Source: an optimization exercise on an open RTL-to-GDS flow (aim: small area and a short achievable clock period). Production flows keep margins and buffers that such runs may drop. In this exercise RTL edits were held to simulation tests only and were not proved equivalent to the original. Power figures rest on the tool's default switching activity, not on a simulated workload.

## cray_core_top
module cray_core_top
(
   input  wire          clk,
   input  wire          rst,
   input  wire  [15:0]  i_nip_nxt,
   input  wire  [63:0]  i_word_nxt,
   input  wire          i_nip_vld,
   output logic [23:0]  o_p_addr,
   output logic         o_clear_ibufs,
   output logic         o_mem_ce,
   output logic [63:0]  o_data_to_mem,
   output logic         o_mem_wr_en
);
Size in the first run: about 1600 cells after synthesis, roughly 370 flip-flops.
==> flow/config.mk <==
export PLATFORM = sky130hd
export DESIGN_NAME = cray_core_top
export DESIGN_NICKNAME = cray_core_top
export VERILOG_FILES = /design/flow/design.v
export SDC_FILE = /design/flow/constraint.sdc
export NUM_CORES = 4
export LEC_CHECK = 0
export CAP_MARGIN = 20
export CORE_MARGIN = 2
export CORE_UTILIZATION = 55
export CTS_CLUSTER_DIAMETER = 80
export CTS_CLUSTER_SIZE = 30
export SETUP_SLACK_MARGIN = 2.9
export SLEW_MARGIN = 20
==> flow/constraint.sdc <==
create_clock -name core_clock -period 6.0 [get_ports {clk}]
set_input_delay 1.2000 -clock core_clock [delete_from_list [all_inputs] [get_ports {clk}]]
set_output_delay 1.2000 -clock core_clock [all_outputs]
set_load 0.01 [all_outputs]
standard.sh (not shown) runs the stock make flow with config.mk's settings and CLKGATE_MAP_FILE= SYNTH_SCRIPT=/design/flow/synth_recipe.tcl, a recipe that flattens the netlist after the stock synthesis.
==> flow/flow/run.sh <==
#!/bin/bash
# Standard ORFS layout (the standard.sh, standard synthesis unchanged),
# except that buffer_ports puts plain buf_2 buffers on the I/O ports instead
# of the delay buffers it picks by default.
# Full make output goes to make.log; ORFS keeps each step's log in orfs/logs.
set -euo pipefail
export BUFFER_PORTS_ARGS="-buffer_cell sky130_fd_sc_hd__buf_2"
bash standard.sh > make.log 2>&1
Then changed:
--- a/flow/design.v
+++ b/flow/design.v
@@ -129,19 +129,19 @@
       end
    end
    logic [2:0]  rj;
    logic [23:0] rd_j, rd_k;
    logic        fwd_j, fwd_k, zero_j, zero_k;
    assign rj     = s_exec ? nip[5:3] : cnt_nxt[2:0];
    assign rd_j   = a_rf[rj];
    assign rd_k   = a_rf[nip[2:0]];
-   assign zero_j = s_exec ? (nip[5:3] == 3'd0) : (cnt_nxt[3] || ctx_rst);
+   assign zero_j = s_exec && (nip[5:3] == 3'd0);    
    assign zero_k = (nip[2:0] == 3'd0);
-   assign fwd_j  = s_exec && cls[2] && (ci == nip[5:3]) && (nip[5:3] != 3'd0);
+   assign fwd_j  = s_exec && cls[2] && (ci == nip[5:3]) && !zero_j;
    assign fwd_k  = cls[2] && (ci == nip[2:0]) && !zero_k;
    always_ff @(posedge clk)
    begin
       if (shift || s_wait || s_store)
          op_a <= fwd_j ? result : zero_j ? 24'd0 : rd_j;
       if (shift)
          op_b <= fwd_k ? result : zero_k ? 24'd0 : rd_k;
    end
@@ -199,19 +199,20 @@
       if (s_load && cnt == 4'd1) base_addr  <= i_word_nxt[45:28];
       if (s_load && cnt == 4'd2) limit_addr <= i_word_nxt[45:28];
       if (s_load && cnt == 4'd3) xa         <= i_word_nxt[47:40];
       if (s_load && cnt == 4'd3)
          vl <= i_word_nxt[39:33];
       else if (set_vl)
          vl <= (ck == 3'd0) ? 7'd1 : op_b[6:0];    
    end
-   logic sel_p, sel_b, sel_l, sel_l1, sel_x, sel_v, sel_v1;
-   always_ff @(posedge clk)
-   begin
+   logic sel_a, sel_p, sel_b, sel_l, sel_l1, sel_x, sel_v, sel_v1;
+   always_ff @(posedge clk)
+   begin
+      sel_a  <= !cnt_nxt[3] && !ctx_rst_nxt;
       sel_p  <= (cnt_nxt == 4'd0) && !ctx_rst_nxt;
       sel_b  <= (cnt_nxt == 4'd1) && !ctx_rst_nxt;
       sel_l  <= (cnt_nxt == 4'd2) && !ctx_rst_nxt;
       sel_l1 <= (cnt_nxt == 4'd2) &&  ctx_rst_nxt;
       sel_x  <= (cnt_nxt == 4'd3);
       sel_v  <= (cnt_nxt == 4'd3) && !ctx_rst_nxt;
       sel_v1 <= (cnt_nxt == 4'd3) &&  ctx_rst_nxt;
    end
@@ -222,11 +223,11 @@
                 | ({24{sel_l1}} & {2'd0, cray_pkg::LIMIT_RESET, 4'd0})
                 | ({24{sel_x}} & {active_xa, 16'd0})
                 | ({24{sel_v}} & {8'd0, vl, 9'd0})
                 | ({24{sel_v1}} & {8'd0, cray_pkg::VL_RESET, 9'd0});
    assign o_p_addr      = s_exec ? p_addr : {10'd0, active_xa, cnt, 2'b00};
    assign o_clear_ibufs = clr_q;
    assign o_mem_ce      = s_store;
    assign o_mem_wr_en   = s_store;
-   assign o_data_to_mem = {16'd0, st_hi, op_a};
+   assign o_data_to_mem = {16'd0, st_hi, op_a & {24{sel_a}}};
 endmodule
 `default_nettype wire
Cell area grows by 0.65%.
Maximum frequency climbs by 4.7%.
Synthesized cell count hardly moves.
Wire length increases by about 0.4%.
Setup slack gets better by 140 ps.
Synthesized area goes up by 1.5%.
Sequential power is about the same.
Via count goes up by 1.1%.
Utilization barely changes.

-- what the ideal ports hide --
The flow's constraints put no driver on any port. The routed layouts listed below were extracted and timed again, unchanged, in two steps.
Step 1: set_driving_cell puts a clkbuf_16 on clk and a buf_2 on each other input, an assumption about the parent block.
Step 2 also shifts input and output timing later by t, the mid clock arrival at the registers, as if the neighbouring blocks saw the same clock.
Three values: no drivers, after step 1, after step 2; two values: the first two.
run | t, ns | setup WS [ns] | worst hold slack (ns) | worst data-port slew with drivers (ns) | cell pins on the clock port's net
the first run | 0.610 | 2.829 / 2.829 / 2.657 | 0.468 / 0.468 / 0.468 | 0.06 | 1
the second run | 0.593 | 2.972 / 2.947 / 2.692 | 0.488 / 0.488 / 0.488 | 0.06 | 1
After both steps every run listed still meets setup and hold. The setup slack of the second run, which loses most, moves by -0.025 ns with the drivers and by -0.280 ns with both steps.
